From an optimization exercise on the open Yosys and OpenROAD flow, aimed at small area; shortcuts taken in it are not production practice.
In this exercise RTL edits were held to simulation tests only and were not proved equivalent to the original.
Power and IR drop assume default switching activity.

==> run a: inputs <==
==> flow/design.v <==
package mc_dp_pkg;
  localparam logic [3:0] ALU_ADD  = 4'd0;
  localparam logic [3:0] ALU_SUB  = 4'd1;
  localparam logic [3:0] ALU_AND  = 4'd2;
  localparam logic [3:0] ALU_OR   = 4'd3;
  localparam logic [3:0] ALU_XOR  = 4'd4;
  localparam logic [3:0] ALU_NOR  = 4'd5;
  localparam logic [3:0] ALU_SLT  = 4'd6;
  localparam logic [3:0] ALU_SLTU = 4'd7;
  localparam logic [3:0] ALU_SLL  = 4'd8;
  localparam logic [3:0] ALU_SRL  = 4'd9;
  localparam logic [3:0] ALU_SRA  = 4'd10;
  localparam logic [1:0] NPC_PC4 = 2'b00;
  localparam logic [1:0] NPC_BR  = 2'b01;
  localparam logic [1:0] NPC_J   = 2'b10;
  localparam logic [1:0] NPC_JR  = 2'b11;
  localparam logic [1:0] EXT_ZERO = 2'b00;
  localparam logic [1:0] EXT_SIGN = 2'b01;
  localparam logic [1:0] EXT_LUI  = 2'b10;
  localparam logic [1:0] D_ALU = 2'b00;
  localparam logic [1:0] D_MDR = 2'b01;
  localparam logic [1:0] D_PC  = 2'b10;
  localparam logic [1:0] R_RT   = 2'b00;
  localparam logic [1:0] R_RD   = 2'b01;
  localparam logic [1:0] R_LINK = 2'b10;
  typedef enum logic [1:0] {
    MS_IDLE = 2'd0,
    MS_REQ  = 2'd1,
    MS_DONE = 2'd2
  } mem_state_t;
  localparam int OP_HI    = 31;
  localparam int OP_LO    = 26;
  localparam int RS_LO    = 21;
  localparam int RT_LO    = 16;
  localparam int RD_LO    = 11;
  localparam int SH_HI    = 10;
  localparam int SH_LO    = 6;
  localparam int FUNCT_HI = 5;
  localparam int FUNCT_LO = 0;
  localparam int IMM_HI   = 15;
  localparam int IMM_LO   = 0;
  localparam int JT_HI    = 25;
  typedef struct packed {
    logic [5:0] op;
    logic [4:0] rs;
    logic [4:0] rt;
    logic [15:0] imm;
  } itype_t;
endpackage
import mc_dp_pkg::*;
module mc_dp_alu
#(
  parameter int XLEN = 32,
  parameter int SHW  = $clog2(XLEN)
) (
  input  logic [3:0]      op,
  input  logic [XLEN-1:0] a,
  input  logic [XLEN-1:0] b,
  input  logic [SHW-1:0]  shamt,
  output logic [XLEN-1:0] y,
  output logic            zero
);
  logic            sub, cout, lt, ltu, fill, left;
  logic [XLEN-1:0] bx, sum, sin, sr, srev;
  assign sub = (op == ALU_SUB) || (op == ALU_SLT) || (op == ALU_SLTU);
  assign bx  = b ^ {XLEN{sub}};
  assign {cout, sum} = {1'b0, a} + {1'b0, bx} + (XLEN+1)'(sub);
  assign ltu = !cout;
  assign lt  = (a[XLEN-1] ^ b[XLEN-1]) ? a[XLEN-1] : sum[XLEN-1];
  assign left = (op == ALU_SLL);
  assign fill = (op == ALU_SRA) && b[XLEN-1];
  always_comb begin
    for (int i = 0; i < XLEN; i++) sin[i] = left ? b[XLEN-1-i] : b[i];
  end
  assign sr = $signed({fill, sin}) >>> shamt;
  always_comb begin
    for (int i = 0; i < XLEN; i++) srev[i] = sr[XLEN-1-i];
  end
  always_comb begin
    y = '0;
    case (op)
      ALU_ADD, ALU_SUB: y = sum;
      ALU_AND:  y = a & b;
      ALU_OR:   y = a | b;
      ALU_XOR:  y = a ^ b;
      ALU_NOR:  y = ~(a | b);
      ALU_SLT:  y = {{(XLEN-1){1'b0}}, lt};
      ALU_SLTU: y = {{(XLEN-1){1'b0}}, ltu};
      ALU_SLL:  y = srev;
      ALU_SRL, ALU_SRA: y = sr;
      default:  y = '0;
    endcase
  end
  assign zero = (y == '0);
endmodule
module mc_dp_rf #(
  parameter int XLEN = 32,
  parameter int NREG = 32,
  parameter int AW   = $clog2(NREG)
) (
  input  logic            clk,
  input  logic            rst,
  input  logic            clr,
  input  logic            we,
  input  logic [AW-1:0]   waddr,
  input  logic [XLEN-1:0] wdata,
  input  logic [AW-1:0]   raddr1,
  input  logic [AW-1:0]   raddr2,
  output logic [XLEN-1:0] rdata1,
  output logic [XLEN-1:0] rdata2
);
  logic [XLEN-1:0] wd;
  logic [NREG-1:0] wsel, rsel1, rsel2;
  logic [XLEN-1:0] q [NREG];
  assign wd = rst ? '0 : wdata;
  always_comb begin
    for (int i = 0; i < NREG; i++) begin
      wsel[i]  = rst | (we && (waddr == AW'(i)));
      rsel1[i] = !clr && (raddr1 == AW'(i));
      rsel2[i] = !clr && (raddr2 == AW'(i));
    end
  end
  assign q[0] = '0;
  for (genvar i = 1; i < NREG; i++) begin : g_reg
    logic [XLEN-1:0] r;
    always_ff @(posedge clk) begin
      if (wsel[i]) r <= wd;
    end
    assign q[i] = r;
  end
  always_comb begin
    rdata1 = '0;
    rdata2 = '0;
    for (int i = 1; i < NREG; i++) begin
      rdata1 = rdata1 | ({XLEN{rsel1[i]}} & q[i]);
      rdata2 = rdata2 | ({XLEN{rsel2[i]}} & q[i]);
    end
  end
endmodule
module mc_dp_memif
#(
  parameter int XLEN = 32
) (
  input  logic            clk,
  input  logic            rst,
  input  logic            rd,
  input  logic            wr,
  input  logic            src,
  input  logic [XLEN-1:0] pc,
  input  logic [XLEN-1:0] alu_out,
  input  logic [XLEN-1:0] store,
  input  logic            ack,
  input  logic [XLEN-1:0] rdata,
  output logic            req,
  output logic            we,
  output logic [XLEN-1:0] addr,
  output logic [XLEN-1:0] wdata,
  output logic            busy,
  output logic            done,
  output logic [XLEN-1:0] mdr
);
  logic            start, fin, ld_addr, ld_mdr;
  logic [XLEN-1:0] addr_d, wdata_d, mdr_d;
  assign start   = !busy && (rd || wr);
  assign fin     = req && ack;
  assign ld_addr = rst || start;
  assign ld_mdr  = rst || (fin && !we);
  assign addr_d  = rst ? '0 : (src ? alu_out : pc);
  assign wdata_d = rst ? '0 : store;
  assign mdr_d   = rst ? '0 : rdata;
  always_ff @(posedge clk) begin
    if (ld_addr) begin
      addr  <= addr_d;
      wdata <= wdata_d;
      we    <= !rst && wr;
    end
    if (ld_mdr) mdr <= mdr_d;
  end
  always_ff @(posedge clk) begin
    if (rst) begin
      req  <= 1'b0;
      busy <= 1'b0;
      done <= 1'b0;
    end else begin
      done <= fin;
      if (start)     req <= 1'b1;
      else if (ack)  req <= 1'b0;
      if (start)     busy <= 1'b1;
      else if (done) busy <= 1'b0;
    end
  end
endmodule
import mc_dp_pkg::*;
module mc_datapath_hs
#(
  parameter int          XLEN     = 32,
  parameter int          NREG     = 32,
  parameter logic [31:0] PC_RESET = 32'h0000_3000
) (
  input  logic            clk,
  input  logic            rst,
  input  logic            pc_wr,
  input  logic            ir_wr,
  input  logic            rf_wr,
  input  logic [1:0]      npc_op,
  input  logic [3:0]      alu_op,
  input  logic [1:0]      ext_op,
  input  logic            b_sel,
  input  logic [1:0]      d_sel,
  input  logic [1:0]      r_sel,
  input  logic            mem_rd,
  input  logic            mem_wr,
  input  logic            mem_src,
  output logic            mem_req_o,
  output logic            mem_we_o,
  output logic [XLEN-1:0] mem_addr_o,
  output logic [XLEN-1:0] mem_wdata_o,
  input  logic            mem_ack_i,
  input  logic [XLEN-1:0] mem_rdata_i,
  output logic            mem_busy,
  output logic            mem_done,
  output logic [5:0]      op,
  output logic [5:0]      funct,
  output logic            zero,
  output logic [XLEN-1:0] pc_o
);
  localparam int AW  = $clog2(NREG);
  localparam int SHW = $clog2(XLEN);
  logic [XLEN-1:0] pc_q, a_q, b_q, alu_out_q;
  logic [31:0]     ir_q;
  logic [XLEN-1:0] mdr;
  logic [XLEN-1:0] npc, pc_plus4, imm_ext, br_off, pc_d, ir_d, alu_d;
  logic [XLEN-1:0] alu_b, alu_y;
  logic [XLEN-1:0] rf_rd1, rf_rd2, rf_wdata;
  logic [AW-1:0]   rf_waddr;
  logic [15:0]     imm16;
  assign imm16 = ir_q[IMM_HI:IMM_LO];
  assign op    = ir_q[OP_HI:OP_LO];
  assign funct = ir_q[FUNCT_HI:FUNCT_LO];
  assign pc_o  = pc_q;
  always_comb begin
    case (ext_op)
      EXT_SIGN: imm_ext = XLEN'($signed(imm16));
      EXT_LUI:  imm_ext = {imm16, 16'h0000};
      default:  imm_ext = XLEN'(imm16);
    endcase
  end
  assign pc_plus4 = {pc_q[XLEN-1:2] + 30'd1, pc_q[1:0]};
  assign br_off   = XLEN'($signed({imm16, 2'b00}));
  always_comb begin
    case (npc_op)
      NPC_BR:  npc = pc_plus4 + br_off;
      NPC_J:   npc = {pc_q[XLEN-1:28], ir_q[JT_HI:0], 2'b00};
      NPC_JR:  npc = a_q;
      default: npc = pc_plus4;
    endcase
  end
  always_comb begin
    case (r_sel)
      R_RD:    rf_waddr = ir_q[RD_LO +: AW];
      R_LINK:  rf_waddr = AW'(NREG - 1);
      default: rf_waddr = ir_q[RT_LO +: AW];
    endcase
  end
  always_comb begin
    case (d_sel)
      D_MDR:   rf_wdata = mdr;
      D_PC:    rf_wdata = pc_q;
      default: rf_wdata = alu_out_q;
    endcase
  end
  assign alu_b = b_sel ? imm_ext : b_q;
  mc_dp_rf #(
    .XLEN (XLEN),
    .NREG (NREG)
  ) u_rf (
    .clk    (clk),
    .rst    (rst),
    .clr    (rst),
    .we     (rf_wr),
    .waddr  (rf_waddr),
    .wdata  (rf_wdata),
    .raddr1 (ir_q[RS_LO +: AW]),
    .raddr2 (ir_q[RT_LO +: AW]),
    .rdata1 (rf_rd1),
    .rdata2 (rf_rd2)
  );
  mc_dp_alu #(
    .XLEN (XLEN)
  ) u_alu (
    .op    (alu_op),
    .a     (a_q),
    .b     (alu_b),
    .shamt (SHW'(ir_q[SH_HI:SH_LO])),
    .y     (alu_y),
    .zero  (zero)
  );
  mc_dp_memif #(
    .XLEN (XLEN)
  ) u_memif (
    .clk     (clk),
    .rst     (rst),
    .rd      (mem_rd),
    .wr      (mem_wr),
    .src     (mem_src),
    .pc      (pc_q),
    .alu_out (alu_out_q),
    .store   (b_q),
    .ack     (mem_ack_i),
    .rdata   (mem_rdata_i),
    .req     (mem_req_o),
    .we      (mem_we_o),
    .addr    (mem_addr_o),
    .wdata   (mem_wdata_o),
    .busy    (mem_busy),
    .done    (mem_done),
    .mdr     (mdr)
  );
  assign pc_d  = rst ? XLEN'(PC_RESET) : npc;
  assign ir_d  = rst ? '0 : mdr[31:0];
  assign alu_d = rst ? '0 : alu_y;
  always_ff @(posedge clk) begin
    if (rst || pc_wr) pc_q <= pc_d;
    if (rst || ir_wr) ir_q <= ir_d;
    a_q       <= rf_rd1;
    b_q       <= rf_rd2;
    alu_out_q <= alu_d;
  end
endmodule
==> flow/run.sh <==
#!/bin/bash
# synth_recipe.tcl (not shown) runs the flow's synth.tcl, then flattens the netlist and writes it again
# the make line also repeats each setting of config.mk as NAME=value (left out here)
make -C /OpenROAD-flow-scripts/flow DESIGN_CONFIG=/design/flow/config.mk WORK_HOME=/design/flow/orfs CLKGATE_MAP_FILE= SYNTH_SCRIPT=/design/flow/synth_recipe.tcl finish
==> flow/config.mk <==
export PLATFORM = sky130hd
export DESIGN_NAME = mc_datapath_hs
export DESIGN_NICKNAME = mc_datapath_hs
export VERILOG_FILES = /design/flow/design.v
export SDC_FILE = /design/flow/constraint.sdc
export NUM_CORES = 4
export LEC_CHECK = 0
export CAP_MARGIN = 20
export CORE_MARGIN = 2
export CORE_UTILIZATION = 40
export SLEW_MARGIN = 20
==> flow/constraint.sdc <==
create_clock -name core_clock -period 8.5 [get_ports {clk}]
set_input_delay 1.7000 -clock core_clock [delete_from_list [all_inputs] [get_ports {clk}]]
set_output_delay 1.7000 -clock core_clock [all_outputs]
set_load 0.01 [all_outputs]
==> run b: changes against run a <==
--- a/flow/design.v
+++ b/flow/design.v
@@ -60,34 +60,20 @@
   output logic [XLEN-1:0] y,
   output logic            zero
 );
-  logic            sub, cout, lt, ltu, fill, left;
-  logic [XLEN-1:0] bx, sum, sin, sr, srev;
-  assign sub = (op == ALU_SUB) || (op == ALU_SLT) || (op == ALU_SLTU);
-  assign bx  = b ^ {XLEN{sub}};
-  assign {cout, sum} = {1'b0, a} + {1'b0, bx} + (XLEN+1)'(sub);
-  assign ltu = !cout;
-  assign lt  = (a[XLEN-1] ^ b[XLEN-1]) ? a[XLEN-1] : sum[XLEN-1];
-  assign left = (op == ALU_SLL);
-  assign fill = (op == ALU_SRA) && b[XLEN-1];
-  always_comb begin
-    for (int i = 0; i < XLEN; i++) sin[i] = left ? b[XLEN-1-i] : b[i];
-  end
-  assign sr = $signed({fill, sin}) >>> shamt;
-  always_comb begin
-    for (int i = 0; i < XLEN; i++) srev[i] = sr[XLEN-1-i];
-  end
   always_comb begin
     y = '0;
     case (op)
-      ALU_ADD, ALU_SUB: y = sum;
+      ALU_ADD:  y = a + b;
+      ALU_SUB:  y = a - b;
       ALU_AND:  y = a & b;
       ALU_OR:   y = a | b;
       ALU_XOR:  y = a ^ b;
       ALU_NOR:  y = ~(a | b);
-      ALU_SLT:  y = {{(XLEN-1){1'b0}}, lt};
-      ALU_SLTU: y = {{(XLEN-1){1'b0}}, ltu};
-      ALU_SLL:  y = srev;
-      ALU_SRL, ALU_SRA: y = sr;
+      ALU_SLT:  y = {{(XLEN-1){1'b0}}, $signed(a) < $signed(b)};
+      ALU_SLTU: y = {{(XLEN-1){1'b0}}, a < b};
+      ALU_SLL:  y = b << shamt;
+      ALU_SRL:  y = b >> shamt;
+      ALU_SRA:  y = $signed(b) >>> shamt;
       default:  y = '0;
     endcase
   end
@@ -100,7 +86,6 @@
 ) (
   input  logic            clk,
   input  logic            rst,
-  input  logic            clr,
   input  logic            we,
   input  logic [AW-1:0]   waddr,
   input  logic [XLEN-1:0] wdata,
@@ -109,34 +94,18 @@
   output logic [XLEN-1:0] rdata1,
   output logic [XLEN-1:0] rdata2
 );
-  logic [XLEN-1:0] wd;
-  logic [NREG-1:0] wsel, rsel1, rsel2;
-  logic [XLEN-1:0] q [NREG];
-  assign wd = rst ? '0 : wdata;
-  always_comb begin
-    for (int i = 0; i < NREG; i++) begin
-      wsel[i]  = rst | (we && (waddr == AW'(i)));
-      rsel1[i] = !clr && (raddr1 == AW'(i));
-      rsel2[i] = !clr && (raddr2 == AW'(i));
-    end
-  end
-  assign q[0] = '0;
-  for (genvar i = 1; i < NREG; i++) begin : g_reg
-    logic [XLEN-1:0] r;
-    always_ff @(posedge clk) begin
-      if (wsel[i]) r <= wd;
-    end
-    assign q[i] = r;
-  end
-  always_comb begin
-    rdata1 = '0;
-    rdata2 = '0;
-    for (int i = 1; i < NREG; i++) begin
-      rdata1 = rdata1 | ({XLEN{rsel1[i]}} & q[i]);
-      rdata2 = rdata2 | ({XLEN{rsel2[i]}} & q[i]);
+  logic [XLEN-1:0] regs [NREG];
+  always_ff @(posedge clk) begin
+    if (rst) begin
+      for (int i = 0; i < NREG; i++) regs[i] <= '0;
+    end else if (we && (waddr != '0)) begin
+      regs[waddr] <= wdata;
     end
   end
+  assign rdata1 = (raddr1 == '0) ? '0 : regs[raddr1];
+  assign rdata2 = (raddr2 == '0) ? '0 : regs[raddr2];
 endmodule
+import mc_dp_pkg::*;
 module mc_dp_memif
 #(
   parameter int XLEN = 32
@@ -159,34 +128,59 @@
   output logic            done,
   output logic [XLEN-1:0] mdr
 );
-  logic            start, fin, ld_addr, ld_mdr;
-  logic [XLEN-1:0] addr_d, wdata_d, mdr_d;
-  assign start   = !busy && (rd || wr);
-  assign fin     = req && ack;
-  assign ld_addr = rst || start;
-  assign ld_mdr  = rst || (fin && !we);
-  assign addr_d  = rst ? '0 : (src ? alu_out : pc);
-  assign wdata_d = rst ? '0 : store;
-  assign mdr_d   = rst ? '0 : rdata;
-  always_ff @(posedge clk) begin
-    if (ld_addr) begin
-      addr  <= addr_d;
-      wdata <= wdata_d;
-      we    <= !rst && wr;
-    end
-    if (ld_mdr) mdr <= mdr_d;
-  end
+  mc_dp_pkg::mem_state_t state;
+  logic [XLEN-1:0] addr_sel;
+  logic            start;
+  logic            skip;
+  assign addr_sel = src ? alu_out : pc;
+  assign start    = (state == MS_IDLE) && (rd || wr);
+  assign skip = 1'b0;
   always_ff @(posedge clk) begin
     if (rst) begin
-      req  <= 1'b0;
-      busy <= 1'b0;
-      done <= 1'b0;
+      state <= MS_IDLE;
+      req   <= 1'b0;
+      we    <= 1'b0;
+      addr  <= '0;
+      wdata <= '0;
+      busy  <= 1'b0;
+      done  <= 1'b0;
+      mdr   <= '0;
     end else begin
-      done <= fin;
-      if (start)     req <= 1'b1;
-      else if (ack)  req <= 1'b0;
-      if (start)     busy <= 1'b1;
-      else if (done) busy <= 1'b0;
+      done <= 1'b0;
+      case (state)
+        MS_IDLE: begin
+          if (start) begin
+            addr  <= addr_sel;
+            wdata <= store;
+            we    <= wr;    
+            busy  <= 1'b1;
+            if (skip) begin
+              state <= MS_DONE;
+              done  <= 1'b1;
+            end else begin
+              state <= MS_REQ;
+              req   <= 1'b1;
+            end
+          end
+        end
+        MS_REQ: begin
+          if (ack) begin
+            req   <= 1'b0;
+            done  <= 1'b1;
+            state <= MS_DONE;
+            if (!we) mdr <= rdata;
+          end
+        end
+        MS_DONE: begin
+          busy  <= 1'b0;
+          state <= MS_IDLE;
+        end
+        default: begin
+          req   <= 1'b0;
+          busy  <= 1'b0;
+          state <= MS_IDLE;
+        end
+      endcase
     end
   end
 endmodule
@@ -229,7 +223,7 @@
   logic [XLEN-1:0] pc_q, a_q, b_q, alu_out_q;
   logic [31:0]     ir_q;
   logic [XLEN-1:0] mdr;
-  logic [XLEN-1:0] npc, pc_plus4, imm_ext, br_off, pc_d, ir_d, alu_d;
+  logic [XLEN-1:0] npc, pc_plus4, imm_ext, br_off;
   logic [XLEN-1:0] alu_b, alu_y;
   logic [XLEN-1:0] rf_rd1, rf_rd2, rf_wdata;
   logic [AW-1:0]   rf_waddr;
@@ -239,15 +233,17 @@
   assign funct = ir_q[FUNCT_HI:FUNCT_LO];
   assign pc_o  = pc_q;
   always_comb begin
+    imm_ext = XLEN'(imm16);
     case (ext_op)
       EXT_SIGN: imm_ext = XLEN'($signed(imm16));
-      EXT_LUI:  imm_ext = {imm16, 16'h0000};
+      EXT_LUI:  imm_ext = XLEN'($signed({imm16, 16'h0000}));
       default:  imm_ext = XLEN'(imm16);
     endcase
   end
-  assign pc_plus4 = {pc_q[XLEN-1:2] + 30'd1, pc_q[1:0]};
+  assign pc_plus4 = pc_q + XLEN'(4);
   assign br_off   = XLEN'($signed({imm16, 2'b00}));
   always_comb begin
+    npc = pc_plus4;
     case (npc_op)
       NPC_BR:  npc = pc_plus4 + br_off;
       NPC_J:   npc = {pc_q[XLEN-1:28], ir_q[JT_HI:0], 2'b00};
@@ -256,6 +252,7 @@
     endcase
   end
   always_comb begin
+    rf_waddr = ir_q[RT_LO +: AW];
     case (r_sel)
       R_RD:    rf_waddr = ir_q[RD_LO +: AW];
       R_LINK:  rf_waddr = AW'(NREG - 1);
@@ -263,6 +260,7 @@
     endcase
   end
   always_comb begin
+    rf_wdata = alu_out_q;
     case (d_sel)
       D_MDR:   rf_wdata = mdr;
       D_PC:    rf_wdata = pc_q;
@@ -276,7 +274,6 @@
   ) u_rf (
     .clk    (clk),
     .rst    (rst),
-    .clr    (rst),
     .we     (rf_wr),
     .waddr  (rf_waddr),
     .wdata  (rf_wdata),
@@ -316,14 +313,19 @@
     .done    (mem_done),
     .mdr     (mdr)
   );
-  assign pc_d  = rst ? XLEN'(PC_RESET) : npc;
-  assign ir_d  = rst ? '0 : mdr[31:0];
-  assign alu_d = rst ? '0 : alu_y;
   always_ff @(posedge clk) begin
-    if (rst || pc_wr) pc_q <= pc_d;
-    if (rst || ir_wr) ir_q <= ir_d;
-    a_q       <= rf_rd1;
-    b_q       <= rf_rd2;
-    alu_out_q <= alu_d;
+    if (rst) begin
+      pc_q      <= XLEN'(PC_RESET);
+      ir_q      <= '0;
+      a_q       <= '0;
+      b_q       <= '0;
+      alu_out_q <= '0;
+    end else begin
+      if (pc_wr) pc_q <= npc;
+      if (ir_wr) ir_q <= mdr[31:0];
+      a_q       <= rf_rd1;
+      b_q       <= rf_rd2;
+      alu_out_q <= alu_y;
+    end
   end
 endmodule
==> results.txt <==
In run b the fmax is lower than in run a, by about 0.46%.
Against run a, the sequential power of run b is smaller by about 8%.
Against run a, the global-route usage of run b is lower by 5.6 points.
Between run b and run a, the lower final cell count is in run a (gap about 26%, measured against run a).
Sequential share of layout area: run b is lower than run a (8.5 points).
Clock skew: run a is higher than run b (0.017 ns).
Of run a and run b, run b has the higher non-clock buffer count (gap 159).
==> figures <==
Tap cell instance count: run a 2030; run b 2480
Number of antenna violations at the first check in global routing: run a 14; run b 17
Number of vias after detailed routing: run a 54530; run b 61210
Sum of routed wire segments on met1: run a 106.3 mm; run b 112.4 mm
Crit. Startpoint: run a b_sel; run b ext_op[1]
Post-synthesis simple-gate area fraction: run a 0.09605; run b 0.1167
Sequential standard cell area: run a 0.03661 mm²; run b 0.03604 mm²
Mux contribution to synthesized area: run a 0.03227; run b 0.2161
Clock buffer and inverter area fraction after layout: run a 0.06406; run b 0.05120
Depth of the worst register-to-register path: run a 19; run b 20
Crit path DAT: run a 6.56 ns; run b 6.60 ns
Period Utilization, post-route: run a 0.9719; run b 0.9765
Most common cell after layout, fill and taps aside: run a edfxtp_1; run b nor2_1
Fin crit period: run a 8.262 ns; run b 8.300 ns
Maximum fanout count along the critical path: run a 18; run b 23
Run status: run a finished clean; run b finished clean

-- what the ideal ports hide --
Ports are ideal in the flow. The routed layouts listed here were re-timed in OpenROAD. Step 1 (the two cells are an assumption about what drives the block):
set clk [get_ports {clk}]
set_driving_cell -lib_cell sky130_fd_sc_hd__clkbuf_16 $clk
set_driving_cell -lib_cell sky130_fd_sc_hd__buf_2 [delete_from_list [all_inputs] $clk]
Step 2 adds t to the input delays and takes it off the output delays; t is the mean of the earliest and latest rising clock arrival at the registers after step 1. Input paths then give back, and output paths get back, about the clock's delay inside the block. Three values: no drivers, after step 1, after step 2; two values: the first two.
run	t, ns	slack for setup (ns)	hold WS [ns]	worst data-port slew with drivers (ns)	cell pins on the clock port's net
run a	0.871	0.238 / 0.213 / 0.213	0.494 / 0.494 / 0.494	0.09	1
run b	0.857	0.200 / 0.173 / 0.173	0.454 / 0.454 / 0.454	0.12	1
After both steps setup and hold are still met in every run listed. For run b, which loses most, drivers alone change the setup slack by -0.027 ns; drivers and shift together by -0.027 ns.
